Background: an optimization exercise with open tools, aiming at small area, a short achievable clock period and few clock cycles per item. Do not read the settings as production practice.
At most, simulation tests tie the RTL to the original design; equivalence was not proved.
Function not checked in runs 1, 2, 5 and 6: the RTL went through the layout flow alone.
No activity file was given, so power comes from the tool's default toggle rates.

==> flow/design.v <==
`timescale 1ns / 1ps
module mff_prefix #(parameter int N = 8)
(
    input  logic [N-1:0] g,
    input  logic [N-1:0] p,
    input  logic         cin,
    output logic [N:0]   c
);
    logic [N-1:0] gg;
    logic [N-1:0] pp;
    always_comb
    begin
        gg = g;
        pp = p;
        gg[0] = g[0] | (p[0] & cin);
        for (int l = 0; (1 << l) < N; l++)
        begin
            for (int i = 0; i < N; i++)
            begin
                if (((i >> l) & 1) == 1)
                begin
                    gg[i] = gg[i] | (pp[i] & gg[((i >> l) << l) - 1]);
                    pp[i] = pp[i] & pp[((i >> l) << l) - 1];
                end
            end
        end
        c = {gg, cin};
    end
endmodule
`timescale 1ns / 1ps
module message_field_filter_core
(
    input  logic        clk,
    input  logic        rst_n,
    input  logic        cfg_we,
    input  logic [2:0]  cfg_index,
    input  logic [63:0] cfg_data,
    input  logic        in_valid,
    output logic        in_stall,
    input  logic [7:0]  data_byte,
    input  logic        last_byte,
    output logic        out_valid,
    input  logic        out_stall,
    output logic        matched,
    output logic [15:0] slice_start,
    output logic [15:0] slice_length,
    output logic [15:0] message_size,
    output logic        size_overflow
);
    logic [1:0]  c_mode;
    logic [15:0] c_req;
    logic [15:0] c_off;
    logic [3:0]  c_cnt;
    logic [63:0] c_tmpl;
    logic [31:0] c_rstart;
    logic [31:0] c_rwidth;
    logic [15:0] c_slice;
    always_ff @(posedge clk)
    begin
        if (cfg_we)
        begin
            case (cfg_index)
                3'd0: c_mode   <= cfg_data[1:0];
                3'd1: c_req    <= cfg_data[15:0];
                3'd2: c_off    <= cfg_data[15:0];
                3'd3: c_cnt    <= cfg_data[3:0];
                3'd4: c_tmpl   <= cfg_data;
                3'd5: c_rstart <= cfg_data[31:0];
                3'd6: c_rwidth <= cfg_data[31:0];
                default: c_slice <= cfg_data[15:0];
            endcase
        end
    end
    logic is_tmpl, is_range, is_slice;
    assign is_tmpl  = (c_mode == 2'd0);
    assign is_range = (c_mode == 2'd1);
    assign is_slice = (c_mode == 2'd2);
    logic       in_valid_reg;
    logic [7:0] data_reg;
    logic       last_reg;
    logic        inmsg;      
    logic        done;       
    logic [15:0] size;
    logic        ovf;
    logic        flag;       
    logic        met;        
    logic        teq;        
    logic        b1;         
    logic        b2;         
    logic [2:0]  idx;        
    logic        ended;      
    logic        o_matched;
    logic [15:0] o_size;
    logic        o_ovf;
    logic [15:0] o_start;
    logic [15:0] o_len;
    logic push, fire, adv;
    assign push     = done && !out_valid;
    assign fire     = in_valid_reg && (!done || push);
    assign in_stall = in_valid_reg && done && out_valid;
    always_ff @(posedge clk or negedge rst_n)
    begin
        if (!rst_n)
            in_valid_reg <= 1'b0;
        else
            in_valid_reg <= in_valid || in_stall;
    end
    always_ff @(posedge clk)
    begin
        if (!in_stall)
        begin
            data_reg <= data_byte;
            last_reg <= last_byte;
        end
    end
    logic        full;
    logic [15:0] size_inc;
    logic [16:0] inc_c;
    logic [15:0] cnt_next;
    mff_prefix #(.N(16)) u_inc (
        .g   (16'd0),
        .p   (size),
        .cin (1'b1),
        .c   (inc_c)
    );
    assign size_inc = size ^ inc_c[15:0];
    assign full     = inmsg && (&size);
    assign adv      = fire && !full;
    assign cnt_next = inmsg ? size_inc : 16'd1;
    logic        eq_off, eq_sum;
    logic [16:0] sx, sk;
    assign eq_off = (cnt_next == c_off);
    assign sx     = {1'b0, c_off} ^ {1'b0, c_slice} ^ {1'b0, cnt_next};
    assign sk     = {(c_off & c_slice) | ((c_off | c_slice) & ~cnt_next), 1'b0};
    assign eq_sum = (sx == sk);
    logic t_zero;
    assign t_zero = (c_off == 16'd0) && (!is_slice || c_slice == 16'd0);
    logic flag_cur, met_cur, teq_cur, b1_cur, b2_cur, win;
    assign flag_cur = inmsg ? flag : t_zero;
    assign met_cur  = inmsg && met;
    assign teq_cur  = !inmsg || teq;
    assign b1_cur   = inmsg && b1;
    assign b2_cur   = inmsg && b2;
    assign win      = flag_cur && !ended;
    logic [2:0] m_last;
    assign m_last = is_range ? 3'd3 : (c_cnt[3] ? 3'd7 : c_cnt[2:0] - 3'd1);
    logic        t_win, r_win;
    logic [7:0]  t_byte, rs_byte, rw_byte;
    assign t_win   = is_tmpl && win && (c_cnt[3] || idx < c_cnt[2:0]);
    assign r_win   = is_range && win && !idx[2];
    assign t_byte  = c_tmpl[{idx, 3'b000} +: 8];
    assign rs_byte = c_rstart[{idx[1:0], 3'b000} +: 8];
    assign rw_byte = c_rwidth[{idx[1:0], 3'b000} +: 8];
    logic       b1_new, b2_new;
    logic [8:0] c1;
    mff_prefix #(.N(8)) u_b1 (
        .g   (data_reg & ~rs_byte),
        .p   (data_reg | ~rs_byte),
        .cin (!b1_cur),
        .c   (c1)
    );
    assign b1_new = !c1[8];
    logic [7:0] s3, k3;
    logic [8:0] y3;
    logic [8:0] c3;
    assign s3 = data_reg ^ ~rs_byte ^ ~rw_byte;
    assign k3 = (data_reg & ~rs_byte) | (data_reg & ~rw_byte) | (~rs_byte & ~rw_byte);
    assign y3 = {k3, !b1_cur};
    mff_prefix #(.N(8)) u_b2 (
        .g   (s3 & y3[7:0]),
        .p   (s3 | y3[7:0]),
        .cin (!b2_cur),
        .c   (c3)
    );
    assign b2_new = b1_new ? !(y3[8] | c3[8]) : !(y3[8] & c3[8]);
    always_ff @(posedge clk or negedge rst_n)
    begin
        if (!rst_n)
        begin
            inmsg <= 1'b0;
            done  <= 1'b0;
            idx   <= 3'd0;
            ended <= 1'b0;
        end
        else
        begin
            if (fire)
                inmsg <= !last_reg;
            if (fire && last_reg)
            begin
                idx   <= 3'd0;
                ended <= 1'b0;
            end
            else if (adv && win)
            begin
                idx   <= idx + 3'd1;
                ended <= (idx == 3'd7);
            end
            done <= (fire && last_reg) || (done && !push);
        end
    end
    always_ff @(posedge clk)
    begin
        if (fire && full)
            ovf <= 1'b1;
        if (adv)
        begin
            size <= cnt_next;
            ovf  <= inmsg && ovf;
            flag <= flag_cur || (is_slice ? eq_sum : eq_off);
            met  <= met_cur || (win && idx == m_last);
            teq  <= teq_cur && !(t_win && (t_byte != data_reg));
            b1   <= r_win ? b1_new : b1_cur;
            b2   <= r_win ? b2_new : b2_cur;
        end
    end
    logic ok_len, ok_mode;
    assign ok_len = (c_req == 16'd0) || (size == c_req);
    always_comb
    begin
        case (c_mode)
            2'd0:    ok_mode = teq && ((c_cnt == 4'd0) ? flag : met);
            2'd1:    ok_mode = b2 && met;
            2'd2:    ok_mode = flag;
            default: ok_mode = 1'b0;
        endcase
    end
    always_ff @(posedge clk or negedge rst_n)
    begin
        if (!rst_n)
            out_valid <= 1'b0;
        else
            out_valid <= push || (out_valid && out_stall);
    end
    always_ff @(posedge clk)
    begin
        if (push)
        begin
            o_matched <= !ovf && ok_len && ok_mode;
            o_size    <= size;
            o_ovf     <= ovf;
            o_start   <= is_slice ? c_off : 16'd0;
            o_len     <= is_slice ? c_slice : size;
        end
    end
    assign matched       = o_matched;
    assign message_size  = o_size;
    assign size_overflow = o_ovf;
    assign slice_start   = o_start;
    assign slice_length  = o_len;
endmodule
==> flow/flow/run.sh <==
#!/bin/bash
set -euo pipefail
export BUFFER_PORTS_ARGS="-buffer_cell sky130_fd_sc_hd__buf_2"
bash standard.sh > flow_make.log 2>&1
==> flow/standard.sh <==
#!/bin/bash
# synth_recipe.tcl (not shown) runs the flow's synth.tcl, then flattens the netlist and writes it again
# the make line also repeats each setting of config.mk as NAME=value (left out here)
make -C /OpenROAD-flow-scripts/flow DESIGN_CONFIG=/design/flow/config.mk WORK_HOME=/design/flow/orfs CLKGATE_MAP_FILE= SYNTH_SCRIPT=/design/flow/synth_recipe.tcl "${@:-finish}"
==> flow/config.mk <==
export PLATFORM = sky130hd
export DESIGN_NAME = message_field_filter_core
export DESIGN_NICKNAME = message_field_filter_core
export VERILOG_FILES = /design/flow/design.v
export SDC_FILE = /design/flow/constraint.sdc
export NUM_CORES = 4
export LEC_CHECK = 0
export CAP_MARGIN = 20
export CORE_MARGIN = 2
export CORE_UTILIZATION = 40
export SETUP_SLACK_MARGIN = 5
export SLEW_MARGIN = 20
==> flow/constraint.sdc <==
create_clock -name core_clock -period 8.5 [get_ports {clk}]
set_input_delay 1.7000 -clock core_clock [delete_from_list [all_inputs] [get_ports {clk}]]
set_output_delay 1.7000 -clock core_clock [all_outputs]
set_load 0.01 [all_outputs]
==> results by group, run 1 <==
Status
  • Status: timing/DRC/antenna clean

Job
  • # Max-Cap Violations: 0

STA
  • Final slew viol count: 0
  • Final Hold Viols: 0
  • Max-Slew Margin vs Limit: 0.448
  • Post-layout minimum cycle time: 3.32 ns
  • Setup TNS Final: 0 ns
  • Unrepaired setup endpoints after global routing: no
  • Setup Viol. Count Final: 0
  • Peak Freq: 0.301 GHz
  • Final worst path period share: 0.391
  • Skew final: 0.0337 ns
  • Slew @ Worst Pin: 0.825 ns

Power
  • Power per cell area: 283 nW/um2
  • LEAKAGE: 5.24 nW
  • Worst vdd ir: 162 uV

GRT
  • Global route overflow: 0
  • Number of global-route vias before repair: 7173
  • Antenna violations before repair: 0
  • First-pass GRT wire length: 41600 um
  • Largest net degree at the start of global routing: 65
  • GRT Total Usage: 0.166

Synthesis
  • Synth Register Bits: 271
  • Synth area leaders: edfxtp_1 (64%), mux4_2 (5.8%), fa_1 (3.9%)
  • Yosys warnings: 3
  • Share of the synthesized area in the top cell type: 0.638
  • Sequential area share after synthesis: 0.654
  • Avg Cell Area, Syn: 15.4 um2
  • Syn Nets: 931
  • Unique masters post-synth: 67
  • Ys async rst share: 0.0295
  • Cells after Synth: 803
  • Synth Cell Area: 12400 um2
  • Post-synth EDFFs: 263
  • Area leader, netlist: edfxtp_1
  • Primary FF master, synth: edfxtp_1

Routing
  • Vias per cell: 5.25
  • WL/cell: 20.0 um
  • Initial DRC Count: 525
  • Vias: 7140
  • Pre-antenna DRT Iters: 4
  • Final ANT Viol Nets: 0
  • Total wire length: 27200 um
  • # DRC: 0

Placement
  • IO buf count: 132
  • DP HPWL: 19500 um
  • Final GP Congestion: 0.856
  • DP Area: 13500 um2

Cells and area
  • # fillers: 2624
  • Final Cell Area: 14400 um2
  • Most frequent cells in the layout: edfxtp_1 (263), buf_2 (132), inv_1 (58), nand2_1 (35), mux4_2 (32)
  • Largest regs: c_tmpl: 64 flops, c_rstart: 32 flops, c_rwidth: 32 flops
  • Ant diodes: 0
  • P&R area growth vs syn: 16.6%
  • Layout cells sized above 1: 0.258
  • Top reg by flops: c_tmpl
  • Reg area: 8100 um2
  • Max reg flops: 64
  • Total Nets Final: 1071
  • Commonest non-fill, non-tap cell in the layout: edfxtp_1
  • Area of the multi-input gates: 3980 um2

CTS
  • Worst-Skew Late Latency: 0.55 ns
  • Total CTS buffers: 28
  • # clock sinks: 271
  • CTS H-tree depth: 1
  • Clk buf depth: 3
  • Clock transition at path regs: 0.06 ns
  • CTS tree: built
  • Clock root buffer: clkbuf_16
  • Post-CTS Hold Buffers: 0

Hold path
  • Min-delay worst type: reg2reg

Critical path
  • Slowest stage delay, CP: 0.48 ns
  • CP endpoint kind: output port
  • CP Class: reg2out
  • Worst path slowest cell: dfrtp_1
  • Max FO, Critical Path: 11
  • Worst EP required: 6.80 ns
  • CP startpoint kind: flop
  • CP arrival: 1.62 ns
  • CP cell instances: nand3_2, inv_1, buf_2

Floorplan
  • Rows: 64
  • I/O pin count: 133
  • Die H: 180 um
  • Core area: 30500 um2
  • Starting Density: 0.406
  • Die area: 32400 um2
  • Die X: 180 um
logic make-up after synthesis:
| logic type | after synthesis | share of synthesized area |
|---|---|---|
| flip-flops | 271 | 0.654 |
| adder cells (fa/ha/maj) | 48 | 0.0628 |
| XOR/XNOR | 55 | 0.0389 |
| buffers and inverters | 96 | 0.0301 |
| AND/OR/NAND/NOR | 191 | 0.0869 |
| AO/OA/AOI/OAI | 82 | 0.0456 |
| multiplexers | 60 | 0.0820 |
synthesized netlist by cell type (16+ instances only):
library cell / instances
clkbuf_1: 22
edfxtp_1: 263
fa_1: 24
ha_1: 23
inv_1: 58
mux2i_1: 16
mux4_2: 32
nand2_1: 35
nand2b_1: 18
nor2_1: 24
nor4_1: 24
o21ai_0: 17
xnor2_1: 26
xor2_1: 29
per-layer routing:
metal  routed length [um]  track usage  vias up
met5                    0            0        -
met4                  566       0.0423        0
met3                 1470       0.0290       45
met2                13500        0.280      212
met1                11700        0.225     3577
li1                     -            -     3306
layout make-up:
cell class	instances	area share
sequential	271	0.561
multi-input combinational	436	0.276
timing repair buffer	146	0.0530
clock buffer	37	0.0523
tap	396	0.0343
inverter	60	0.0156
clock inverter	15	0.00857
where the power goes:
part           internal [mW]  total [mW]  switching [mW]
registers               1.68        1.81           0.137
clock network          0.684        1.18           0.493
logic                  0.476        1.09           0.616
total                   2.84        4.08            1.25
worst paths after layout:
check | startpoint | end | slack, ns | depth (start not counted)
max in group asynchronous | rst_n | idx[1] | 7.29 | 1
worst max register to register | size[2] | flag | 5.23 | 10
worst min-delay path | done | done | 0.55 | 1
min in group asynchronous | rst_n | idx[1] | 1.02 | 1
worst max-delay path | out_valid | in_stall | 5.18 | 3
worst min register to register | done | done | 0.55 | 1
through the flow:
step,hold slack (ns),cells,total power [mW],util,setup slack (ns)
after global routing,0.583,1361,4.31,0.474,5.01
after detailed placement,0.522,1309,2.94,0.444,4.94
after global placement,0.511,1309,2.92,0.444,5.02
after CTS,0.556,1361,4.13,0.473,5.10
final,0.552,1361,4.08,0.474,5.18
after floorplan,0.421,803,2.60,-,5.07
timing repair:
| item | CTS | global route |
|---|---|---|
| setup endpoints to repair | 2 | 1 |
| buffers inserted | 0 | 0 |
| resized for setup | 3 | 2 |
| pin swaps | 0 | 1 |
worst max-delay path: cells and delay by family, from the launching register on:
family | cells | cell delay (ns)
flops | 1 | 0.48
simple gates | 1 | 0.36
buf+inv | 2 | 0.25
==> inputs of run 2 (changes only) <==
==> flow/run.sh (new file) <==
#!/bin/bash
# synth_recipe.tcl (not shown) runs the flow's synth.tcl, then flattens the netlist and writes it again
# the make line also repeats each setting of config.mk as NAME=value (left out here)
make -C /OpenROAD-flow-scripts/flow DESIGN_CONFIG=/design/flow/config.mk WORK_HOME=/design/flow/orfs CLKGATE_MAP_FILE= SYNTH_SCRIPT=/design/flow/synth_recipe.tcl finish
removed: flow/flow/run.sh
removed: flow/standard.sh
==> run 2 against run 1 <==
  * Critical path type unchanged
  * Flip-flop and latch count did not move
  * Total power increased by 3.7%
  * Critical endpoint unchanged
  * Wire length increased by 0.28%
  * Core utilization up 2.4 points
  * Sequential power barely moved
  * Via count barely moved
  * Count of clock-buffer cells in the layout increased by 3
  * Clock power grew 5%
  * Register-to-register slack worse by 0.07 ns
  * Sequential share of layout area shrank 2.7 points
==> results by group, run 2 <==
Status
  • Status: timing/DRC/antenna clean

Routing
  • Pre-antenna DRT Iters: 8 (+4)
  • Vias: 7138 (-0.028%)
  • Final ANT Viol Nets: 0 (unchanged)
  • Total wire length: 27300 um (+0.28%)
  • Initial DRC Count: 507 (-3.4%)
  • Vias per cell: 5.24 (about the same)
  • WL/cell: 20.1 um (+0.28%)
  • # DRC: 0 (unchanged)

CTS
  • CTS H-tree depth: 1 (unchanged)
  • Clk buf depth: 3 (unchanged)
  • Clock root buffer: clkbuf_16
  • CTS tree: built
  • # clock sinks: 271 (unchanged)
  • Post-CTS Hold Buffers: 0 (unchanged)
  • Clock transition at path regs: 0.06 ns (about the same)
  • Total CTS buffers: 29 (+3.6%)
  • Worst-Skew Late Latency: 0.54 ns (about the same)

Floorplan
  • Rows: 64 (unchanged)
  • Die H: 180 um (unchanged)
  • I/O pin count: 133 (unchanged)
  • Starting Density: 0.406 (unchanged)
  • Die area: 32400 um2 (unchanged)
  • Die X: 180 um (unchanged)
  • Core area: 30500 um2 (unchanged)

Synthesis
  • Area leader, netlist: edfxtp_1
  • Syn Nets: 931 (unchanged)
  • Synth area leaders: edfxtp_1 (64%), mux4_2 (5.8%), fa_1 (3.9%)
  • Ys async rst share: 0.0295 (unchanged)
  • Sequential area share after synthesis: 0.654 (unchanged)
  • Avg Cell Area, Syn: 15.4 um2 (unchanged)
  • Yosys warnings: 3 (unchanged)
  • Proportion of synthesized area in mux cells: 0.0820 (unchanged)
  • Top-count cell post-synth: edfxtp_1
  • Cells after Synth: 803 (unchanged)
  • Largest family of logic cells by synthesized area: simple AND/OR/NAND/NOR gates
  • Synth Register Bits: 271 (unchanged)
  • Share of the synthesized area in the top cell type: 0.638 (unchanged)
  • Synth Cell Area: 12400 um2 (unchanged)
  • Unique masters post-synth: 67 (unchanged)
  • Post-synthesis compound-gate area fraction: 0.0456 (unchanged)
  • Synth Area in Adders: 0.0628 (unchanged)
  • Post-synth top cells: edfxtp_1 (263), inv_1 (58), nand2_1 (35)
  • Synth Area in Simple Gates: 0.0869 (unchanged)
  • Primary FF master, synth: edfxtp_1
  • Post-synthesis xor/xnor area fraction: 0.0389 (unchanged)
  • Post-synth EDFFs: 263 (unchanged)

STA
  • Post-layout minimum cycle time: 3.37 ns (+0.0482 ns)
  • Setup Viol. Count Final: 0 (unchanged)
  • Final slew viol count: 0 (unchanged)
  • WHS: 0.564 ns (+0.0127 ns)
  • Peak Freq: 0.297 GHz (-1.4%)
  • Skew final: 0.00803 ns (-0.0257 ns)
  • Final worst path period share: 0.396 (+0.00567)
  • Slew @ Worst Pin: 0.810 ns (-0.0148 ns)
  • Unrepaired setup endpoints after global routing: yes
  • Max-Slew Margin vs Limit: 0.460 (+0.0116)
  • Setup TNS Final: 0 ns (unchanged)
  • Final Hold Viols: 0 (unchanged)

Cells and area
  • Top reg by flops: c_tmpl
  • Fin cells: 1361 (unchanged)
  • Largest regs: c_tmpl: 64 flops, c_rstart: 32 flops, c_rwidth: 32 flops
  • Area of the multi-input gates: 3990 um2 (+0.19%)
  • Total Nets Final: 1073 (+0.19%)
  • Max reg flops: 64 (unchanged)
  • Ant diodes: 0 (unchanged)
  • # fillers: 2578 (-1.8%)
  • Layout cells sized above 1: 0.123 (-0.135)
  • P&R area growth vs syn: 22.5%
  • Reg area: 8100 um2 (about the same)
  • Commonest non-fill, non-tap cell in the layout: edfxtp_1
  • Most frequent cells in the layout: edfxtp_1 (263), clkdlybuf4s50_1 (132), inv_1 (58), nand2_1 (35), mux4_2 (32)

GRT
  • Global route overflow: 0 (unchanged)
  • First-pass GRT wire length: 42100 um (+1.1%)
  • Largest net degree at the start of global routing: 65 (unchanged)
  • Antenna violations before repair: 0 (unchanged)
  • Number of global-route vias before repair: 7328 (+2.2%)
  • GRT Total Usage: 0.167 (+0.00103)

Power
  • Power per cell area: 279 nW/um2 (-1.3%)
  • Combinational power share: 0.277 (+0.009)
  • Worst vdd ir: 166 uV (+1.9%)
  • Clock power frac: 0.294 (+0.006)
  • Sequential share of power: 0.430 (-0.014)
  • Sw power: 1.25 mW (+0.28%)
  • Total power: 4.23 mW (+3.7%)
  • Internal Power: 2.98 mW (+5.2%)
  • Switching share of power: 0.295 (-0.0101)
  • LEAKAGE: 5.25 nW (+0.27%)

Critical path
  • CP endpoint kind: output port
  • Max FO, Critical Path: 6 (-5)
  • Worst EP required: 6.80 ns (about the same)
  • CP arrival: 1.67 ns (+0.05 ns)
  • CP startpoint kind: flop
  • CP Class: reg2out

Hold path
  • Min-delay worst type: reg2reg

Placement
  • Final GP Congestion: 0.870 (+1.6%)
  • IO buf count: 132 (unchanged)
  • Inst Count DP: 1308 (-0.076%)
  • DP HPWL: 19500 um (+0.32%)

Job
  • # Max-Cap Violations: 0 (unchanged)
==> run 2: final timing paths <==
| check | startpoint | endpoint | slack (ns) | depth (start not counted) |
|---|---|---|---|---|
| max reg2reg | size[2] | flag | 5.16 | 10 |
| min reg2reg | ovf | o_ovf | 0.56 | 0 |
| max in group asynchronous | rst_n | idx[1] | 6.73 | 1 |
| max | out_valid | in_stall | 5.13 | 3 |
| min | ovf | o_ovf | 0.56 | 0 |
| min in group asynchronous | rst_n | done | 1.46 | 1 |
==> run 2: what timing repair did <==
item / 4_1_cts / 5_1_grt
endpoints found under the setup margin: 2 / 2
buffers inserted: 0 / 2
pin swaps: 0 / 2
resized for setup: 4 / 3
==> run 2: metrics by stage <==
| step | cell area (um2) | worst slack (ns) | utilization |
|---|---|---|---|
| after global routing | 15200 | 4.89 | 0.497 |
| after global placement | 14200 | 4.94 | 0.465 |
| final | 15200 | 5.13 | 0.497 |
| after detailed placement | 14200 | 4.83 | 0.465 |
| after CTS | 15200 | 4.85 | 0.497 |
| after floorplan | 12400 | 5.07 | - |
==> run 2: cell families after synthesis <==
logic type,after synthesis
XOR/XNOR,55
adder cells (fa/ha/maj),48
flip-flops,271
multiplexers,60
AO/OA/AOI/OAI,82
AND/OR/NAND/NOR,191
buffers and inverters,96
==> run 2: layout make-up <==
| cell class | instances | share of cell area |
|---|---|---|
| clock buffers | 40 | 0.0505 |
| clock inverters | 11 | 0.0110 |
| inverters | 60 | 0.0148 |
| multi-input cells | 436 | 0.263 |
| flip-flops and latches | 271 | 0.534 |
| well taps | 396 | 0.0326 |
| repair buffers | 147 | 0.0945 |
==> run 2: routing by layer <==
layer | up-vias | global-route usage | routed length (um)
li1 | 3308 | - | -
met1 | 3565 | 0.224 | 11700
met2 | 213 | 0.283 | 13400
met3 | 52 | 0.0231 | 1260
met4 | 0 | 0.0550 | 917
met5 | - | 0 | 0
==> run 2: power groups by stage <==
stage	Sequential [mW]	Combinational [mW]	Clock (mW)
2_1_floorplan	1.81	0.791	0
3_3_place_gp	1.84	1.17	0
3_5_place_dp	1.84	1.18	0
4_1_cts	1.82	1.18	1.27
5_1_grt	1.84	1.29	1.33
6_report	1.82	1.17	1.24
==> run 2: critical path: stages, from the launching register on <==
cell             delay (ns)
dfrtp_2                0.45
nand3_4                0.10
inv_1                  0.06
clkdlybuf4s50_1        0.52
==> inputs of run 3 (changes only) <==
--- a/flow/design.v
+++ b/flow/design.v
@@ -77,2 +77,13 @@
     assign is_slice = (c_mode == 2'd2);
+    logic [7:0] nmask, mlast;
+    always_comb
+    begin
+        for (int j = 0; j < 8; j++)
+        begin
+            nmask[j] = c_cnt[3] || (3'(j) < c_cnt[2:0]);
+            mlast[j] = is_range ? (j == 3)
+                     : c_cnt[3] ? (j == 7)
+                     :            (3'(j + 1) == c_cnt[2:0]);
+        end
+    end
     logic       in_valid_reg;
@@ -83,2 +94,3 @@
     logic [15:0] size;
+    logic        full_r;     
     logic        ovf;
@@ -89,4 +101,4 @@
     logic        b2;         
-    logic [2:0]  idx;        
-    logic        ended;      
+    logic [8:0]  pos;        
+    logic [3:0]  rpos;       
     logic        o_matched;
@@ -96,6 +108,13 @@
     logic [15:0] o_len;
-    logic push, fire, adv;
+    logic        stall_r;
+    logic push, fire, adv, full;
     assign push     = done && !out_valid;
     assign fire     = in_valid_reg && (!done || push);
-    assign in_stall = in_valid_reg && done && out_valid;
+    assign full     = inmsg && full_r;
+    assign adv      = fire && !full;
+    assign in_stall = stall_r;
+    logic in_valid_reg_n, done_n, out_valid_n;
+    assign in_valid_reg_n = in_valid || stall_r;
+    assign done_n         = (fire && last_reg) || (done && !push);
+    assign out_valid_n    = push || (out_valid && out_stall);
     always_ff @(posedge clk or negedge rst_n)
@@ -103,9 +122,19 @@
         if (!rst_n)
+        begin
             in_valid_reg <= 1'b0;
+            done         <= 1'b0;
+            out_valid    <= 1'b0;
+            stall_r      <= 1'b0;
+        end
         else
-            in_valid_reg <= in_valid || in_stall;
-    end
-    always_ff @(posedge clk)
-    begin
-        if (!in_stall)
+        begin
+            in_valid_reg <= in_valid_reg_n;
+            done         <= done_n;
+            out_valid    <= out_valid_n;
+            stall_r      <= in_valid_reg_n && done_n && out_valid_n;
+        end
+    end
+    always_ff @(posedge clk)
+    begin
+        if (!stall_r)
         begin
@@ -115,6 +144,4 @@
     end
-    logic        full;
     logic [15:0] size_inc;
     logic [16:0] inc_c;
-    logic [15:0] cnt_next;
     mff_prefix #(.N(16)) u_inc (
@@ -126,11 +153,13 @@
     assign size_inc = size ^ inc_c[15:0];
-    assign full     = inmsg && (&size);
-    assign adv      = fire && !full;
-    assign cnt_next = inmsg ? size_inc : 16'd1;
-    logic        eq_off, eq_sum;
-    logic [16:0] sx, sk;
-    assign eq_off = (cnt_next == c_off);
-    assign sx     = {1'b0, c_off} ^ {1'b0, c_slice} ^ {1'b0, cnt_next};
-    assign sk     = {(c_off & c_slice) | ((c_off | c_slice) & ~cnt_next), 1'b0};
-    assign eq_sum = (sx == sk);
+    logic [16:0] ncnt, oa, sa, sb, ssum, scar;
+    logic        hit_off, hit_sum, hit;
+    assign ncnt    = ~{1'b0, (inmsg ? size : 16'd0)};
+    assign oa      = {1'b0, c_off};
+    assign hit_off = ((oa ^ ncnt) == {(oa[15:0] | ncnt[15:0]), 1'b0});
+    assign sa      = {1'b0, c_slice};
+    assign ssum    = oa ^ sa ^ ncnt;
+    assign scar    = {(oa[15:0] & sa[15:0]) | (oa[15:0] & ncnt[15:0]) | (sa[15:0] & ncnt[15:0]), 1'b0};
+    assign sb      = {(ssum[15:0] | scar[15:0]), 1'b0};
+    assign hit_sum = ((ssum ^ scar) == sb);
+    assign hit     = is_slice ? hit_sum : hit_off;
     logic t_zero;
@@ -143,12 +172,20 @@
     assign b2_cur   = inmsg && b2;
-    assign win      = flag_cur && !ended;
-    logic [2:0] m_last;
-    assign m_last = is_range ? 3'd3 : (c_cnt[3] ? 3'd7 : c_cnt[2:0] - 3'd1);
+    assign win      = flag_cur && !pos[8];
     logic        t_win, r_win;
     logic [7:0]  t_byte, rs_byte, rw_byte;
-    assign t_win   = is_tmpl && win && (c_cnt[3] || idx < c_cnt[2:0]);
-    assign r_win   = is_range && win && !idx[2];
-    assign t_byte  = c_tmpl[{idx, 3'b000} +: 8];
-    assign rs_byte = c_rstart[{idx[1:0], 3'b000} +: 8];
-    assign rw_byte = c_rwidth[{idx[1:0], 3'b000} +: 8];
+    always_comb
+    begin
+        t_byte  = '0;
+        rs_byte = '0;
+        rw_byte = '0;
+        for (int j = 0; j < 8; j++)
+            t_byte = t_byte | ({8{pos[j]}} & c_tmpl[8*j +: 8]);
+        for (int j = 0; j < 4; j++)
+        begin
+            rs_byte = rs_byte | ({8{rpos[j]}} & c_rstart[8*j +: 8]);
+            rw_byte = rw_byte | ({8{rpos[j]}} & c_rwidth[8*j +: 8]);
+        end
+    end
+    assign t_win = is_tmpl && win && (|(pos[7:0] & nmask));
+    assign r_win = is_range && win && (|rpos);
     logic       b1_new, b2_new;
@@ -180,5 +217,4 @@
             inmsg <= 1'b0;
-            done  <= 1'b0;
-            idx   <= 3'd0;
-            ended <= 1'b0;
+            pos   <= 9'd1;
+            rpos  <= 4'd1;
         end
@@ -190,4 +226,4 @@
             begin
-                idx   <= 3'd0;
-                ended <= 1'b0;
+                pos  <= 9'd1;
+                rpos <= 4'd1;
             end
@@ -195,6 +231,6 @@
             begin
-                idx   <= idx + 3'd1;
-                ended <= (idx == 3'd7);
+                pos <= {pos[7:0], 1'b0};
+                if (is_range)
+                    rpos <= {rpos[2:0], 1'b0};
             end
-            done <= (fire && last_reg) || (done && !push);
         end
@@ -207,9 +243,10 @@
         begin
-            size <= cnt_next;
-            ovf  <= inmsg && ovf;
-            flag <= flag_cur || (is_slice ? eq_sum : eq_off);
-            met  <= met_cur || (win && idx == m_last);
-            teq  <= teq_cur && !(t_win && (t_byte != data_reg));
-            b1   <= r_win ? b1_new : b1_cur;
-            b2   <= r_win ? b2_new : b2_cur;
+            size   <= inmsg ? size_inc : 16'd1;
+            full_r <= inmsg && (&size[15:1]) && !size[0];
+            ovf    <= inmsg && ovf;
+            flag   <= flag_cur || hit;
+            met    <= met_cur || (win && (|(pos[7:0] & mlast)));
+            teq    <= teq_cur && !(t_win && (t_byte != data_reg));
+            b1     <= r_win ? b1_new : b1_cur;
+            b2     <= r_win ? b2_new : b2_cur;
         end
@@ -227,9 +264,2 @@
     end
-    always_ff @(posedge clk or negedge rst_n)
-    begin
-        if (!rst_n)
-            out_valid <= 1'b0;
-        else
-            out_valid <= push || (out_valid && out_stall);
-    end
     always_ff @(posedge clk)
==> flow/flow/run.sh (new file) <==
#!/bin/bash
set -euo pipefail
export BUFFER_PORTS_ARGS="-buffer_cell sky130_fd_sc_hd__buf_2"
bash standard.sh > flow_make.log 2>&1
==> flow/standard.sh (new file) <==
#!/bin/bash
# synth_recipe.tcl (not shown) runs the flow's synth.tcl, then flattens the netlist and writes it again
# the make line also repeats each setting of config.mk as NAME=value (left out here)
make -C /OpenROAD-flow-scripts/flow DESIGN_CONFIG=/design/flow/config.mk WORK_HOME=/design/flow/orfs CLKGATE_MAP_FILE= SYNTH_SCRIPT=/design/flow/synth_recipe.tcl "${@:-finish}"
removed: flow/run.sh
==> run 3 against run 2 <==
  * Still clean on timing, DRC and antenna
  * First-iteration DRC count rose by 39%
  * Critical path depth up 7
  * Core utilization decreased by 1.5 points
  * Maximum frequency is 3.7% higher
  * Synthesized cell count is 8.6% higher
  * Sequential share of layout area rose by 3.1 points
  * Register-to-register slack improved by 0.09 ns
  * Clock skew up 0.012 ns
  * Worst setup slack better by 0.12 ns
  * Worst hold slack worse by 0.049 ns
  * Critical path type is now reg2reg
  * Critical endpoint is now b2
  * Largest cell class unchanged
==> results by group, run 3 <==
Status
  • Status: timing/DRC/antenna clean

CTS
  • Clock transition at path regs: 0.06 ns (about the same)
  • Post-CTS Hold Buffers: 0 (unchanged)
  • Total CTS buffers: 30 (+3.4%)
  • Worst-Skew Late Latency: 0.57 ns (+0.03 ns)
  • Clock root buffer: clkbuf_16
  • # clock sinks: 282 (+4.1%)
  • Clk buf depth: 3 (unchanged)
  • CTS tree: built
  • CTS H-tree depth: 1 (unchanged)

Synthesis
  • Synth area leaders: edfxtp_1 (63%), ha_1 (5.1%), fa_1 (3.8%)
  • Area leader, netlist: edfxtp_1
  • Top-count cell post-synth: edfxtp_1
  • Synth Cell Area: 12600 um2 (+1.6%)
  • Sequential area share after synthesis: 0.666 (+0.0119)
  • Post-synth EDFFs: 264 (+0.38%)
  • Yosys warnings: 3 (unchanged)
  • Ys async rst share: 0.0638 (+0.0343)
  • Cells after Synth: 872 (+8.6%)
  • Share of the synthesized area in the top cell type: 0.630 (-0.00788)
  • Syn Nets: 1028 (+10%)
  • Synth Register Bits: 282 (+4.1%)
  • Post-synth top cells: edfxtp_1 (264), inv_1 (61), a22oi_1 (57)
  • Avg Cell Area, Syn: 14.4 um2 (-6.4%)
  • Unique masters post-synth: 57 (-15%)
  • Primary FF master, synth: edfxtp_1

GRT
  • Antenna violations before repair: 2 (+2)
  • Number of global-route vias before repair: 7370 (+0.57%)
  • GRT Total Usage: 0.183 (+0.0161)
  • First-pass GRT wire length: 45400 um (+8.0%)
  • Largest net degree at the start of global routing: 65 (unchanged)
  • Global route overflow: 0 (unchanged)

Job
  • # Max-Cap Violations: 0 (unchanged)

Cells and area
  • Most frequent cells in the layout: edfxtp_1 (264), buf_2 (132), inv_1 (61), a22oi_1 (57), nand2_1 (53)
  • Layout cells sized above 1: 0.214 (+0.0905)
  • Top reg by flops: c_tmpl
  • Final core occ: 0.482 (-0.0153)
  • Total Nets Final: 1175 (+9.5%)
  • Commonest non-fill, non-tap cell in the layout: edfxtp_1
  • Ant diodes: 0 (unchanged)
  • Largest regs: c_tmpl: 64 flops, c_rstart: 32 flops, c_rwidth: 32 flops
  • P&R area growth vs syn: 18.1%
  • Max reg flops: 64 (unchanged)
  • Final Cell Area: 14900 um2 (-2.1%)

Placement
  • DP Area: 13700 um2 (-3.1%)
  • Pre-CTS WS: 5.04 ns (+0.216 ns)
  • DP HPWL: 21500 um (+10%)
  • IO buf count: 132 (unchanged)
  • Final GP Congestion: 0.824 (-5.2%)

Critical path
  • CP startpoint kind: flop
  • Max FO, Critical Path: 19 (+13)
  • CP arrival: 3.64 ns (+1.97 ns)
  • CP Class: reg2reg
  • Worst EP required: 8.89 ns (+2.09 ns)
  • CP endpoint kind: flop

Hold path
  • Min-delay worst type: reg2reg

STA
  • Skew final: 0.0204 ns (+0.0124 ns)
  • Post-layout minimum cycle time: 3.25 ns (-0.120 ns)
  • Final worst path period share: 0.382 (-0.0141)
  • WHS: 0.515 ns (-0.0495 ns)
  • Slew @ Worst Pin: 1.04 ns (+0.229 ns)
  • Final slew viol count: 0 (unchanged)
  • Setup TNS Final: 0 ns (unchanged)
  • Max-Slew Margin vs Limit: 0.306 (-0.153)
  • Final Hold Viols: 0 (unchanged)
  • Unrepaired setup endpoints after global routing: no
  • Peak Freq: 0.308 GHz (+3.7%)
  • Setup Viol. Count Final: 0 (unchanged)
  • Post-route setup slack: 5.25 ns (+0.120 ns)

Routing
  • Vias: 7465 (+4.6%)
  • WL/cell: 20.8 um (+3.8%)
  • Initial DRC Count: 705 (+39%)
  • # DRC: 0 (unchanged)
  • Vias per cell: 5.19 (-1.1%)
  • Final ANT Viol Nets: 0 (unchanged)
  • Total wire length: 30000 um (+9.7%)
  • Pre-antenna DRT Iters: 6 (-2)

Floorplan
  • Die X: 181 um (+0.80%)
  • Starting Density: 0.408 (+0.00236)
  • Die H: 181 um (+0.80%)
  • Core area: 30800 um2 (+1.0%)
  • Rows: 64 (unchanged)
  • Die area: 32900 um2 (+1.6%)
  • I/O pin count: 133 (unchanged)

Power
  • Power per cell area: 282 nW/um2 (+0.96%)
  • LEAKAGE: 5.72 nW (+8.8%)
  • Worst vdd ir: 192 uV (+16%)
[run 3: cell types whose count changed in the layout (fill, tap and decap cells not counted), sizes merged, moves of 8 or more]
cell and change:
a22oi +57, and2 +17, buf +129, clkdlybuf4s50 -132, dfrtp +8, ha +28
mux2 -9, mux4 -31, nand2 +19, nand2b -10, nor2 +22, o211ai -8
o21ai +9, xor2 +16
[run 3: worst max-delay path: stages (launching register included)]
cell and delay [ns]:
dfstp_4 0.74, a22o_1 0.19, a221oi_2 0.05, fa_1 0.51, nor2b_1 0.15, maj3_1 0.35, maj3_2 0.36, nor3_2 0.19
o21bai_1 0.09, o211a_1 0.14, o41ai_2 0.30
[run 3: final timing paths]
check                      cells past startpoint      endpoint  slack, ns     from
max in group asynchronous                      1       rpos[3]       7.11    rst_n
min in group asynchronous                      1  in_valid_reg       1.06    rst_n
max reg2reg                                   10            b2       5.25  rpos[0]
min reg2reg                                    1  in_valid_reg       0.52  stall_r
max                                           10            b2       5.25  rpos[0]
min                                            1  in_valid_reg       0.52  stall_r
[run 3: layout make-up]
cell class / count / area, um2
Clock buffer: 33 / 762
Inverter: 61 / 229
Multi-Input combinational cell: 500 / 3930
Clock inverter: 23 / 313
Fill cell: 2666 / 16000
Tap cell: 396 / 495
Timing Repair Buffer: 144 / 751
Sequential cell: 282 / 8390
[run 3: where the power goes]
part | switching (mW) | internal (mW) | leakage, nW | total (mW)
Sequential | 0.161 | 1.74 | 2.67 | 1.90
Combinational | 0.515 | 0.386 | 2.53 | 0.901
Clock | 0.546 | 0.838 | 0.511 | 1.38
Total | 1.22 | 2.96 | 5.72 | 4.19
[run 3: per-stage QoR]
step / std cells / power [mW]
floorplan: 872 / 2.50
global placement: 1378 / 2.82
detailed placement: 1380 / 2.84
CTS: 1436 / 4.23
global route: 1439 / 4.41
finish: 1439 / 4.19
[run 3: timing repair]
item                                    in CTS  in global routing
gates resized for setup                      0                  8
endpoints found under the hold margin        0                  0
endpoints found under the setup margin       0                  1
buffers inserted                             0                  3
[run 3: per-layer routing]
layer | vias up | track usage | share of wire
met5 | - | 0 | 0.0010
li1 | 3514 | - | -
met4 | 4 | 0.0543 | 0.031
met2 | 269 | 0.302 | 0.48
met3 | 53 | 0.0313 | 0.060
met1 | 3625 | 0.251 | 0.43
[run 3: cell families (layout without fill, tap and decap cells)]
| logic type | Yosys count | in the layout | synth area share |
|---|---|---|---|
| AOI/OAI and AO/OA | 126 | 126 | 0.0700 |
| and+or+nand+nor | 219 | 219 | 0.0899 |
| buffers and inverters | 90 | 261 | 0.0270 |
| xor gates and xnor gates | 65 | 65 | 0.0452 |
| adders and majority gates | 77 | 77 | 0.0905 |
| DFF | 282 | 282 | 0.666 |
| muxes | 13 | 13 | 0.0116 |
Testbench counts of run 3, summed over its fixed seeds: cycles 31,637, items 2,400.
==> inputs of run 4 (changes only) <==
==> flow/flow/run.sh (replaced) <==
#!/bin/bash
set -euo pipefail
export BUFFER_PORTS_ARGS="-buffer_cell sky130_fd_sc_hd__buf_2"
export SETUP_SLACK_MARGIN=6
bash standard.sh > flow_make.log 2>&1
--- a/flow/config.mk
+++ b/flow/config.mk
@@ -10,3 +10,2 @@
 export CORE_UTILIZATION = 40
-export SETUP_SLACK_MARGIN = 5
 export SLEW_MARGIN = 20
==> run 4 against run 3 <==
  * Still clean on timing, DRC and antenna
  * Wire length increased by 3.7%
  * Final cell count increased by 1.5%
  * Synthesized cell count unchanged
  * Core utilization increased by 1.1 points
  * Flip-flop and latch count unchanged
  * First-iteration DRC count decreased by 31%
  * Total power increased by 1.5%
  * Die area unchanged
  * Non-clock buffer count increased by 26
  * Via count increased by 2.2%
  * Largest cell class unchanged
==> results by group, run 4 <==
Cells and area
  • Total Nets Final: 1200 (+2.1%)
  • Largest regs: c_tmpl: 64 flops, c_rstart: 32 flops, c_rwidth: 32 flops
  • Layout cells sized above 1: 0.251 (+0.0374)
  • Top reg by flops: c_tmpl
  • Commonest non-fill, non-tap cell in the layout: edfxtp_1
  • P&R area growth vs syn: 20.9%
  • Fin cells: 1461 (+1.5%)
  • Most frequent cells in the layout: edfxtp_1 (264), buf_2 (132), inv_1 (59), a22oi_1 (55), nand2_1 (52)
  • Max reg flops: 64 (unchanged)

Floorplan
  • Die area: 32900 um2 (unchanged)
  • Rows: 64 (unchanged)
  • I/O pin count: 133 (unchanged)
  • Starting Density: 0.408 (unchanged)
  • Die H: 181 um (unchanged)
  • Core area: 30800 um2 (unchanged)
  • Die X: 181 um (unchanged)

Synthesis
  • Proportion of synthesized area in mux cells: 0.0116 (unchanged)
  • Post-synth EDFFs: 264 (unchanged)
  • Cells after Synth: 872 (unchanged)
  • Primary FF master, synth: edfxtp_1
  • Share of the synthesized area in the top cell type: 0.630 (unchanged)
  • Synth Area in Simple Gates: 0.0899 (unchanged)
  • Sequential area share after synthesis: 0.666 (unchanged)
  • Syn Nets: 1028 (unchanged)
  • Post-synthesis xor/xnor area fraction: 0.0452 (unchanged)
  • Top-count cell post-synth: edfxtp_1
  • Ys async rst share: 0.0638 (unchanged)
  • Synth area leaders: edfxtp_1 (63%), ha_1 (5.1%), fa_1 (3.8%)
  • Post-synth top cells: edfxtp_1 (264), inv_1 (61), a22oi_1 (57)
  • Avg Cell Area, Syn: 14.4 um2 (unchanged)
  • Unique masters post-synth: 57 (unchanged)
  • Synth Cell Area: 12600 um2 (unchanged)
  • Synth Area in Adders: 0.0905 (unchanged)
  • Synth Register Bits: 282 (unchanged)
  • Yosys warnings: 3 (unchanged)
  • Post-synthesis compound-gate area fraction: 0.0700 (unchanged)
  • Largest family of logic cells by synthesized area: adder cells
  • Area leader, netlist: edfxtp_1

Routing
  • WL/cell: 21.3 um (+2.1%)
  • Final ANT Viol Nets: 0 (unchanged)
  • Initial DRC Count: 483 (-31%)
  • # DRC: 0 (unchanged)
  • Total wire length: 31100 um (+3.7%)
  • Pre-antenna DRT Iters: 7 (+1)
  • Vias per cell: 5.22 (+0.62%)
  • Vias: 7626 (+2.2%)

CTS
  • CTS tree: built
  • CTS H-tree depth: 1 (unchanged)
  • Total CTS buffers: 29 (-3.3%)
  • # clock sinks: 282 (unchanged)
  • Clock transition at path regs: 0.06 ns (about the same)
  • Clk buf depth: 3 (unchanged)
  • Worst-Skew Late Latency: 0.55 ns (-0.02 ns)
  • Clock root buffer: clkbuf_16

Critical path
  • CP endpoint kind: flop
  • Max FO, Critical Path: 5 (-14)
  • CP startpoint kind: flop
  • CP arrival: 3.45 ns (-0.19 ns)
  • CP Class: reg2reg
  • Worst EP required: 8.87 ns (-0.02 ns)

Placement
  • IO buf count: 132 (unchanged)
  • Final GP Congestion: 0.855 (+3.7%)
  • Inst Count DP: 1378 (-0.14%)
  • DP HPWL: 21900 um (+1.7%)

STA
  • Post-layout minimum cycle time: 3.08 ns (-0.173 ns)
  • Unrepaired setup endpoints after global routing: yes
  • Setup Viol. Count Final: 0 (unchanged)
  • Slew @ Worst Pin: 0.740 ns (-0.299 ns)
  • Peak Freq: 0.325 GHz (+5.6%)
  • Final Hold Viols: 0 (unchanged)
  • Skew final: 0.0113 ns (-0.00910 ns)
  • Setup TNS Final: 0 ns (unchanged)
  • Final slew viol count: 0 (unchanged)
  • Final worst path period share: 0.362 (-0.0203)
  • Max-Slew Margin vs Limit: 0.494 (+0.187)

Status
  • Status: timing/DRC/antenna clean

Hold path
  • Min-delay worst type: reg2reg

Power
  • Power per cell area: 279 nW/um2 (-0.82%)
  • Worst vdd ir: 187 uV (-2.3%)
  • LEAKAGE: 5.87 nW (+2.7%)

GRT
  • First-pass GRT wire length: 46600 um (+2.5%)
  • Global route overflow: 0 (unchanged)
  • Largest net degree at the start of global routing: 65 (unchanged)
  • Antenna violations before repair: 2 (unchanged)
  • Number of global-route vias before repair: 7748 (+5.1%)
  • GRT Total Usage: 0.190 (+0.00607)

Job
  • # Max-Cap Violations: 0 (unchanged)
==> run 4: changes by cell type in the layout (fill, tap and decap cells not counted), sizes merged <==
cell / before / now
clkinv: 10 / 9
clkbuf: 33 / 34
buf: 144 / 169
diode: 0 / 2
clkinvlp: 4 / 2
inv: 64 / 61
==> run 4: metal layers <==
layer	wire [um]	global-route usage
met3	1710	0.0277
met4	984	0.0621
met1	13100	0.248
met5	0	0
met2	15300	0.326
==> run 4: metrics by stage <==
step	util	hold WS (ns)	power, mW	cell area [um2]	setup slack [ns]
2_1_floorplan	-	0.421	2.51	12700	4.76
3_3_place_gp	0.447	0.481	2.83	13800	5.20
3_5_place_dp	0.447	0.492	2.85	13800	5.19
4_1_cts	0.488	0.508	4.23	15000	5.44
5_1_grt	0.494	0.551	4.47	15200	5.25
6_report	0.494	0.501	4.25	15200	5.42
==> run 4: cells by family after synthesis <==
family | Yosys count
mux | 13
flops | 282
buf+inv | 90
compound gates | 126
simple gates | 219
fa+ha+maj | 77
xor+xnor | 65
==> run 4: path summary, 6_finish.rpt <==
| check | from | to | slack, ns | cells after the start |
|---|---|---|---|---|
| setup / recovery | rpos[0] | b2 | 5.42 | 10 |
| hold / removal | pos[8] | pos[8] | 0.50 | 2 |
| setup reg to reg | rpos[0] | b2 | 5.42 | 10 |
| hold reg to reg | pos[8] | pos[8] | 0.50 | 2 |
| max in group asynchronous | rst_n | rpos[2] | 7.05 | 1 |
| min in group asynchronous | rst_n | stall_r | 1.09 | 1 |
==> run 4: report_power, final <==
| group | leakage [nW] | switching, mW | total, mW | internal [mW] |
|---|---|---|---|---|
| clock network | 0.473 | 0.510 | 1.31 | 0.800 |
| registers | 2.67 | 0.151 | 1.89 | 1.74 |
| logic | 2.73 | 0.571 | 1.05 | 0.475 |
==> run 4: final cells by class <==
class / instances / area [um2]
fill: 2666 / 15600
sequential: 282 / 8400
multi-input combinational: 500 / 4110
timing repair buffer: 170 / 1010
clock buffer: 33 / 741
tap: 396 / 495
clock inverter: 17 / 234
inverter: 61 / 233
antenna: 2 / 5.00
==> run 4: worst max-delay path: stages (launching register included) <==
cell	delay [ns]
dfstp_4	0.49
buf_6	0.14
buf_4	0.13
a22oi_1	0.17
nand2_1	0.12
fa_1	0.59
nor2_1	0.09
or3b_4	0.40
o221a_2	0.25
and3_1	0.19
o41ai_2	0.32
==> run 4: repair_timing <==
item / 4_1_cts / 5_1_grt
setup buffers: 23 / 8
hold buffers: 0 / 0
setup endpoints to repair: 130 / 141
gates resized for setup: 25 / 18
pin swaps: 10 / 9
==> inputs of run 5 (changes only) <==
--- a/flow/design.v
+++ b/flow/design.v
@@ -103,2 +103,9 @@
     logic [3:0]  rpos;       
+    logic        pos0_n;     
+    logic        rpos0_n;    
+    logic [8:1]  pos_hi;
+    logic [3:1]  rpos_hi;
+    logic [9:0]  rt;         
+    logic        rt_v;       
+    logic        rt_first;   
     logic        o_matched;
@@ -166,3 +173,5 @@
     assign t_zero = (c_off == 16'd0) && (!is_slice || c_slice == 16'd0);
-    logic flag_cur, met_cur, teq_cur, b1_cur, b2_cur, win;
+    logic flag_cur, met_cur, teq_cur, win;
+    assign pos  = {pos_hi, !pos0_n};
+    assign rpos = {rpos_hi, !rpos0_n};
     assign flag_cur = inmsg ? flag : t_zero;
@@ -170,4 +179,2 @@
     assign teq_cur  = !inmsg || teq;
-    assign b1_cur   = inmsg && b1;
-    assign b2_cur   = inmsg && b2;
     assign win      = flag_cur && !pos[8];
@@ -190,4 +197,5 @@
     assign r_win = is_range && win && (|rpos);
-    logic       b1_new, b2_new;
+    logic       b1_in, b1_new;
     logic [8:0] c1;
+    assign b1_in = !rpos[0] && b1;
     mff_prefix #(.N(8)) u_b1 (
@@ -195,3 +203,3 @@
         .p   (data_reg | ~rs_byte),
-        .cin (!b1_cur),
+        .cin (!b1_in),
         .c   (c1)
@@ -202,5 +210,6 @@
     logic [8:0] c3;
+    logic [9:0] u3;
     assign s3 = data_reg ^ ~rs_byte ^ ~rw_byte;
     assign k3 = (data_reg & ~rs_byte) | (data_reg & ~rw_byte) | (~rs_byte & ~rw_byte);
-    assign y3 = {k3, !b1_cur};
+    assign y3 = {k3, !b1_in};
     mff_prefix #(.N(8)) u_b2 (
@@ -208,6 +217,19 @@
         .p   (s3 | y3[7:0]),
-        .cin (!b2_cur),
+        .cin (1'b1),
         .c   (c3)
     );
-    assign b2_new = b1_new ? !(y3[8] | c3[8]) : !(y3[8] & c3[8]);
+    assign u3 = {y3[8] & c3[8], y3[8] ^ c3[8], s3 ^ y3[7:0] ^ c3[7:0]};
+    logic [9:0] rx;
+    logic       b2_new;
+    assign rx     = {rt[9:8] + {1'b0, b1}, rt[7:0]};
+    assign b2_new = rx[9] || ((rx == 10'd0) && !rt_first && b2);
+    assign b2_eff = rt_v ? b2_new : b2;
+    always_ff @(posedge clk)
+    begin
+        rt       <= {!u3[9], u3[8:0]};
+        rt_first <= rpos[0];
+        rt_v     <= adv && r_win;
+        if (rt_v)
+            b2 <= b2_new;
+    end
     always_ff @(posedge clk or negedge rst_n)
@@ -217,4 +239,6 @@
             inmsg <= 1'b0;
-            pos   <= 9'd1;
-            rpos  <= 4'd1;
+            pos0_n  <= 1'b0;
+            pos_hi  <= '0;
+            rpos0_n <= 1'b0;
+            rpos_hi <= '0;
         end
@@ -226,4 +250,6 @@
             begin
-                pos  <= 9'd1;
-                rpos <= 4'd1;
+                pos0_n  <= 1'b0;
+                pos_hi  <= '0;
+                rpos0_n <= 1'b0;
+                rpos_hi <= '0;
             end
@@ -231,5 +257,9 @@
             begin
-                pos <= {pos[7:0], 1'b0};
+                pos0_n <= 1'b1;
+                pos_hi <= pos[7:0];
                 if (is_range)
-                    rpos <= {rpos[2:0], 1'b0};
+                begin
+                    rpos0_n <= 1'b1;
+                    rpos_hi <= rpos[2:0];
+                end
             end
@@ -249,7 +279,7 @@
             teq    <= teq_cur && !(t_win && (t_byte != data_reg));
-            b1     <= r_win ? b1_new : b1_cur;
-            b2     <= r_win ? b2_new : b2_cur;
-        end
-    end
-    logic ok_len, ok_mode;
+            if (r_win)
+                b1 <= b1_new;
+        end
+    end
+    logic ok_len, ok_mode, b2_eff;
     assign ok_len = (c_req == 16'd0) || (size == c_req);
@@ -259,3 +289,3 @@
             2'd0:    ok_mode = teq && ((c_cnt == 4'd0) ? flag : met);
-            2'd1:    ok_mode = b2 && met;
+            2'd1:    ok_mode = b2_eff && met;
             2'd2:    ok_mode = flag;
@@ -271,3 +301,2 @@
             o_ovf     <= ovf;
-            o_start   <= is_slice ? c_off : 16'd0;
             o_len     <= is_slice ? c_slice : size;
@@ -275,2 +304,4 @@
     end
+    always_ff @(posedge clk)
+        o_start <= is_slice ? c_off : 16'd0;
     assign matched       = o_matched;
==> run 5 against run 4 <==
  * Largest cell class unchanged
  * Core utilization grew 0.56 points
  * Still clean
  * Synthesized area grew 4.0%
  * Combinational power is essentially flat
  * Sequential share of layout area shrank 2.8 points
  * Highest routed layer unchanged
  * Critical path type unchanged
==> results by group, run 5 <==
Status
  • Status: timing/DRC/antenna clean

Floorplan
  • Rows: 66 (+3.1%)
  • Starting Density: 0.404 (-0.00387)
  • Core area: 32400 um2 (+5.0%)
  • I/O pin count: 133 (unchanged)
  • Die H: 185 um (+1.9%)
  • Die X: 185 um (+1.9%)
  • Die area: 34200 um2 (+3.9%)

Critical path
  • CP cell instances: buf_6, buf_6, a22o_1, a221o_1, fa_1, ha_2, inv_2, a21oi_2, o21bai_2, a21oi_2, o31ai_2, a21o_1, ha_4
  • RR Startpoint: rpos_hi[1]
  • Slowest stage delay, CP: 0.53 ns (-0.06 ns)
  • CP endpoint: rt[8]
  • Worst R2R Path Depth: 13 (+3)
  • CP endpoint kind: flop
  • Worst EP required: 8.90 ns (+0.03 ns)
  • Levels on crit path: 13 (+3)
  • CP arrival: 3.50 ns (+0.05 ns)
  • Critical path launch point: rpos_hi[1]
  • CP Class: reg2reg
  • CP startpoint kind: flop
  • Terminus of the critical flop-to-flop path: rt[8]
  • Worst path slowest cell: fa_1
  • CP delay by family, top: compound AO/OA/AOI/OAI gates
  • Max FO, Critical Path: 4 (-1)
  • Worst path buffer plus inverter count: 3 (+1)
  • R2R setup slack: 5.40 ns (-0.03 ns)

Placement
  • Final GP Congestion: 0.890 (+4.1%)
  • IO buf count: 132 (unchanged)
  • Pre-CTS WS: 5.01 ns (-0.182 ns)
  • DP HPWL: 22200 um (+1.5%)
  • DP Area: 14300 um2 (+3.9%)

Synthesis
  • Synth Register Bits: 294 (+4.3%)
  • Primary FF master, synth: edfxtp_1
  • Post-synth top cells: edfxtp_1 (247), inv_1 (102), nand2_1 (81)
  • Post-synth EDFFs: 247 (-6.4%)
  • Unique masters post-synth: 57 (unchanged)
  • Cells after Synth: 941 (+7.9%)
  • Syn Nets: 1115 (+8.5%)
  • Synth area leaders: edfxtp_1 (57%), ha_1 (6.3%), dfxtp_1 (4.4%)
  • Sequential area share after synthesis: 0.645 (-0.0205)
  • Top-count cell post-synth: edfxtp_1
  • Area leader, netlist: edfxtp_1
  • Yosys warnings: 3 (unchanged)
  • Synth Cell Area: 13100 um2 (+4.0%)
  • Share of the synthesized area in the top cell type: 0.566 (-0.0632)
  • Avg Cell Area, Syn: 13.9 um2 (-3.6%)
  • Ys async rst share: 0.0612 (-0.00261)

STA
  • Unrepaired setup endpoints after global routing: yes
  • Final Hold Viols: 0 (unchanged)
  • Final slew viol count: 0 (unchanged)
  • Slew @ Worst Pin: 0.617 ns (-0.123 ns)
  • Setup TNS Final: 0 ns (unchanged)
  • Post-layout minimum cycle time: 3.10 ns (+0.0288 ns)
  • Skew final: 0.0269 ns (+0.0156 ns)
  • Setup Viol. Count Final: 0 (unchanged)
  • Final worst path period share: 0.365 (+0.00338)
  • Peak Freq: 0.322 GHz (-0.93%)
  • Post-route setup slack: 5.40 ns (-0.0288 ns)
  • Max-Slew Margin vs Limit: 0.589 (+0.0948)

Power
  • Total power: 4.38 mW (+3.1%)
  • Worst vdd ir: 173 uV (-7.7%)
  • Power per cell area: 271 nW/um2 (-2.9%)
  • LEAKAGE: 6.56 nW (+12%)

Cells and area
  • Most frequent cells in the layout: edfxtp_1 (247), buf_2 (128), inv_1 (96), nand2_1 (76), ha_1 (59)
  • Final core occ: 0.499 (+0.00564)
  • Top reg by flops: c_tmpl
  • Commonest non-fill, non-tap cell in the layout: edfxtp_1
  • Max reg flops: 64 (unchanged)
  • Ant diodes: 0 (-2)
  • Layout cells sized above 1: 0.283 (+0.0316)
  • Total Nets Final: 1311 (+9.3%)
  • P&R area growth vs syn: 23.4%
  • Final Cell Area: 16200 um2 (+6.2%)
  • Largest regs: c_tmpl: 64 flops, c_rstart: 32 flops, c_rwidth: 32 flops

GRT
  • Antenna violations before repair: 0 (-2)
  • Global route overflow: 0 (unchanged)
  • First-pass GRT wire length: 47600 um (+2.3%)
  • Largest net degree at the start of global routing: 65 (unchanged)
  • Number of global-route vias before repair: 7785 (+0.48%)
  • GRT Total Usage: 0.188 (-0.00113)

Routing
  • Initial DRC Count: 772 (+60%)
  • Vias per cell: 5.12 (-2.0%)
  • Final ANT Viol Nets: 0 (unchanged)
  • Vias: 8197 (+7.5%)
  • # DRC: 0 (unchanged)
  • Pre-antenna DRT Iters: 4 (-3)
  • Total wire length: 32400 um (+4.1%)
  • WL/cell: 20.2 um (-5.0%)

CTS
  • Clk buf depth: 3 (unchanged)
  • CTS tree: built
  • Clock root buffer: clkbuf_16
  • CTS H-tree depth: 2 (+1)
  • # clock sinks: 294 (+4.3%)
  • Clock transition at path regs: 0.06 ns (about the same)
  • Total CTS buffers: 34 (+17%)
  • Worst-Skew Late Latency: 0.52 ns (-0.03 ns)

Hold path
  • Min-delay worst type: reg2reg

Job
  • # Max-Cap Violations: 0 (unchanged)
-- run 5: changes by cell type in the layout (fill, tap and decap cells not counted), sizes merged, moves of 15 or more --
| cell | previous run | this run |
|---|---|---|
| a22o | 4 | 26 |
| a22oi | 57 | 16 |
| buf | 169 | 193 |
| dfxtp | 0 | 29 |
| edfxtp | 264 | 247 |
| ha | 51 | 66 |
| inv | 61 | 106 |
| nand2 | 54 | 81 |
| o21ai | 27 | 12 |
-- run 5: cell families after synthesis --
group	synth area share
flops	0.645
simple gates	0.0829
buf+inv	0.0418
compound gates	0.0786
fa+ha+maj	0.104
xor+xnor	0.0408
mux	0.00631
-- run 5: routing by layer --
layer,up-vias,global-route usage,part of all wire,wire length [um]
met3,50,0.0433,0.082,2640
met4,0,0.0527,0.019,629
met5,-,0,0,0
met2,343,0.269,0.43,14000
met1,3991,0.286,0.47,15100
li1,3813,-,-,-
-- run 5: how the worst min path moves through the flow --
| stage | start | endpoint | slack, ns | cells after the start |
|---|---|---|---|---|
| after floorplan | size[3] | o_size[3] | 0.42 | 0 |
| after global placement | stall_r | in_valid_reg | 0.49 | 1 |
| after detailed placement | stall_r | in_valid_reg | 0.49 | 1 |
| after CTS | stall_r | in_valid_reg | 0.51 | 1 |
| after global routing | stall_r | in_valid_reg | 0.53 | 1 |
| final | stall_r | in_valid_reg | 0.51 | 1 |
-- run 5: worst reg2reg max path: cells and delay by family (launching register included) --
kind,cells,cell delay [ns]
adder cells (fa/ha/maj),3,0.95
AO/OA/AOI/OAI,7,1.27
flip-flops,1,0.50
buffers and inverters,3,0.28
-- run 5: timing repair --
item                       4_1_cts  5_1_grt
setup endpoints to repair      138       96
gates cloned                     1        0
buffers inserted                18       35
resized for setup               25       46
hold buffers                     0        0
pin swaps                       11       23
-- run 5: report_power, final --
group / internal (mW) / switching [mW] / leakage [nW]
registers: 1.78 / 0.141 / 2.76
clock network: 0.800 / 0.594 / 0.520
logic: 0.506 / 0.568 / 3.28
-- run 5: layout make-up --
cell class	count	area, um2
well taps	442	553
clock inverters	22	175
fillers	2823	16200
repair buffers	195	1240
flip-flops and latches	294	8470
clock buffers	37	893
inverters	104	395
multi-input cells	508	4430
-- run 5: metrics by stage --
stage,hold WS (ns),std cells
finish,0.507,1602
global route,0.535,1602
CTS,0.509,1566
detailed placement,0.493,1488
global placement,0.490,1488
floorplan,0.421,941
==> inputs of run 6 (changes only) <==
--- a/flow/design.v
+++ b/flow/design.v
@@ -160,13 +160,10 @@
     assign size_inc = size ^ inc_c[15:0];
-    logic [16:0] ncnt, oa, sa, sb, ssum, scar;
-    logic        hit_off, hit_sum, hit;
-    assign ncnt    = ~{1'b0, (inmsg ? size : 16'd0)};
-    assign oa      = {1'b0, c_off};
-    assign hit_off = ((oa ^ ncnt) == {(oa[15:0] | ncnt[15:0]), 1'b0});
-    assign sa      = {1'b0, c_slice};
-    assign ssum    = oa ^ sa ^ ncnt;
-    assign scar    = {(oa[15:0] & sa[15:0]) | (oa[15:0] & ncnt[15:0]) | (sa[15:0] & ncnt[15:0]), 1'b0};
-    assign sb      = {(ssum[15:0] | scar[15:0]), 1'b0};
-    assign hit_sum = ((ssum ^ scar) == sb);
-    assign hit     = is_slice ? hit_sum : hit_off;
+    logic [16:0] ek, ex, ec;
+    logic        eq_off, eq_sum, eq_t;
+    assign eq_off = (size == c_off);
+    assign ek     = {1'b0, size};
+    assign ex     = {1'b0, c_off ^ c_slice} ^ ek;
+    assign ec     = {(c_off & c_slice) | ((c_off ^ c_slice) & ~size), 1'b0};
+    assign eq_sum = (ex == ec);
+    assign eq_t   = is_slice ? eq_sum : eq_off;
     logic t_zero;
@@ -176,3 +173,3 @@
     assign rpos = {rpos_hi, !rpos0_n};
-    assign flag_cur = inmsg ? flag : t_zero;
+    assign flag_cur = inmsg ? (flag || eq_t) : t_zero;
     assign met_cur  = inmsg && met;
@@ -276,3 +273,3 @@
             ovf    <= inmsg && ovf;
-            flag   <= flag_cur || hit;
+            flag   <= flag_cur;
             met    <= met_cur || (win && (|(pos[7:0] & mlast)));
@@ -283,3 +280,4 @@
     end
-    logic ok_len, ok_mode, b2_eff;
+    logic ok_len, ok_mode, b2_eff, flag_end;
+    assign flag_end = flag || eq_t;
     assign ok_len = (c_req == 16'd0) || (size == c_req);
@@ -288,5 +286,5 @@
         case (c_mode)
-            2'd0:    ok_mode = teq && ((c_cnt == 4'd0) ? flag : met);
+            2'd0:    ok_mode = teq && ((c_cnt == 4'd0) ? flag_end : met);
             2'd1:    ok_mode = b2_eff && met;
-            2'd2:    ok_mode = flag;
+            2'd2:    ok_mode = flag_end;
             default: ok_mode = 1'b0;
--- a/flow/config.mk
+++ b/flow/config.mk
@@ -10,2 +10,4 @@
 export CORE_UTILIZATION = 40
+export CTS_CLUSTER_DIAMETER = 80
+export CTS_CLUSTER_SIZE = 24
 export SLEW_MARGIN = 20
==> run 6 against run 5 <==
  * Combinational power fell by 17%
  * Synthesized area decreased by 4.2%
  * First-iteration DRC count down 32%
  * Sequential share of layout area rose by 4.6 points
  * Wire length decreased by 7.0%
  * Maximum frequency down 4.6%
  * Final area decreased by 8.1%
  * Total power decreased by 17%
  * Largest power group unchanged
  * Non-clock buffer count rose by 2
  * Critical endpoint unchanged
  * Global-route usage is 0.73 points lower
==> results by group, run 6 <==
Synthesis
  • Synth area leaders: edfxtp_1 (59%), dfxtp_1 (4.6%), fa_1 (4.3%)
  • Sequential area share after synthesis: 0.673 (+0.0282)
  • Cells after Synth: 847 (-10%)
  • Avg Cell Area, Syn: 14.8 um2 (+6.4%)
  • Ys async rst share: 0.0612 (unchanged)
  • Share of the synthesized area in the top cell type: 0.591 (+0.0247)
  • Yosys warnings: 3 (unchanged)
  • Syn Nets: 990 (-11%)
  • Unique masters post-synth: 61 (+7.0%)

Critical path
  • Worst EP required: 8.94 ns (+0.04 ns)
  • CP startpoint kind: flop
  • CP delay by family, top: compound AO/OA/AOI/OAI gates
  • R2R setup slack: 5.25 ns (-0.15 ns)

CTS
  • # clock sinks: 294 (unchanged)
  • Clock transition at path regs: 0.10 ns (+0.04 ns)
  • Worst-Skew Late Latency: 0.51 ns (about the same)
  • Clock root buffer: clkbuf_16
  • CTS tree: built

STA
  • Post-layout minimum cycle time: 3.25 ns (+0.150 ns)
  • Final slew viol count: 0 (unchanged)
  • Unrepaired setup endpoints after global routing: yes
  • Final Hold Viols: 0 (unchanged)
  • Peak Freq: 0.307 GHz (-4.6%)

Placement
  • Final GP Congestion: 0.896 (+0.57%)
  • IO buf count: 132 (unchanged)

Routing
  • Pre-antenna DRT Iters: 7 (+3)
  • Final ANT Viol Nets: 0 (unchanged)
  • Initial DRC Count: 522 (-32%)
  • Vias: 7502 (-8.5%)
  • # DRC: 0 (unchanged)
  • Total wire length: 30100 um (-7.0%)
  • Vias per cell: 5.24 (+2.4%)

Cells and area
  • Layout cells sized above 1: 0.275 (-0.00766)
  • Final core occ: 0.483 (-0.0162)
  • Ant diodes: 0 (unchanged)
  • Largest regs: c_tmpl: 64 flops, c_rstart: 32 flops, c_rwidth: 32 flops
  • Commonest non-fill, non-tap cell in the layout: edfxtp_1
  • Most frequent cells in the layout: edfxtp_1 (247), buf_2 (127), inv_1 (56), buf_4 (56), nand2_1 (43)
  • Max reg flops: 64 (unchanged)

Power
  • Power per cell area: 244 nW/um2 (-10%)
  • LEAKAGE: 5.57 nW (-15%)
  • Worst vdd ir: 126 uV (-27%)

Status
  • Status: timing/DRC/antenna clean

Floorplan
  • Die H: 181 um (-2.1%)
  • Core area: 30700 um2 (-5.0%)
  • Die area: 32800 um2 (-4.1%)

GRT
  • GRT Total Usage: 0.181 (-0.00732)
  • First-pass GRT wire length: 44900 um (-5.7%)
  • Number of global-route vias before repair: 7440 (-4.4%)
## run 6: worst register-to-register path: stages, from the launching register on
cell and delay [ns]:
dfrtp_4 0.51, a22o_1 0.20, a221o_1 0.28, inv_2 0.07
fa_1 0.40, inv_1 0.07, ha_2 0.16, inv_2 0.03
fa_2 0.34, a21oi_2 0.15, o21bai_2 0.10, a21oi_2 0.14
o21ba_4 0.16, o21bai_4 0.06, a21o_1 0.19, ha_2 0.30
## run 6: cell type report
class                           instances  area share
Sequential cell                       294       0.570
Inverter                               67      0.0173
Tap cell                              396      0.0334
Clock buffer                           24      0.0304
Multi-Input combinational cell        449       0.262
Clock inverter                          5     0.00337
Timing Repair Buffer                  197      0.0836
## run 6: cell families after synthesis
group | count (synthesis) | share of synthesized area
mux | 9 | 0.00818
flops | 294 | 0.673
buf+inv | 104 | 0.0361
simple gates | 174 | 0.0746
compound gates | 133 | 0.0802
fa+ha+maj | 62 | 0.0780
xor+xnor | 71 | 0.0496
## run 6: repair_timing
item,CTS,global route
cloned,1,0
pin swaps,14,8
buffers inserted,47,11
setup endpoints to repair,161,143
gates resized for setup,39,28
## run 6: worst paths after layout
check,start,endpoint,cells after the start
setup / recovery,rpos_hi[1],rt[8],15
hold / removal,done,done,2
setup reg to reg,rpos_hi[1],rt[8],15
hold reg to reg,done,done,2
max in group asynchronous,rst_n,rpos_hi[2],1
min in group asynchronous,rst_n,rpos0_n,1
## run 6: metal layers
metal / track usage / wire length (um) / vias to the layer above
li1: - / - / 3459
met1: 0.246 / 13000 / 3715
met2: 0.299 / 14300 / 280
met3: 0.0260 / 1720 / 48
met4: 0.0624 / 1060 / 0
met5: 0 / 0 / -
## run 6: per-stage QoR
step / setup WS, ns / instances / hold WS, ns / instance area [um2]
after global routing: 5.12 / 1432 / 0.566 / 14900
final: 5.25 / 1432 / 0.527 / 14900
after global placement: 4.94 / 1344 / 0.503 / 13700
after floorplan: 4.76 / 847 / 0.421 / 12700
after CTS: 5.23 / 1421 / 0.538 / 14700
after detailed placement: 4.91 / 1344 / 0.509 / 13700
## run 6: power by group
part	leakage (nW)	internal (mW)	switching (mW)
Clock	0.240	0.386	0.473
Sequential	2.76	1.77	0.105
Combinational	2.56	0.390	0.501
Total	5.57	2.55	1.08

Setup slack of run 6, layout unchanged: 5.246 ns with ideal ports, 5.246 ns with driving cells assumed (clock clkbuf_16, inputs buf_2), 5.246 ns with port delays also shifted by the 0.547 ns mid clock arrival.
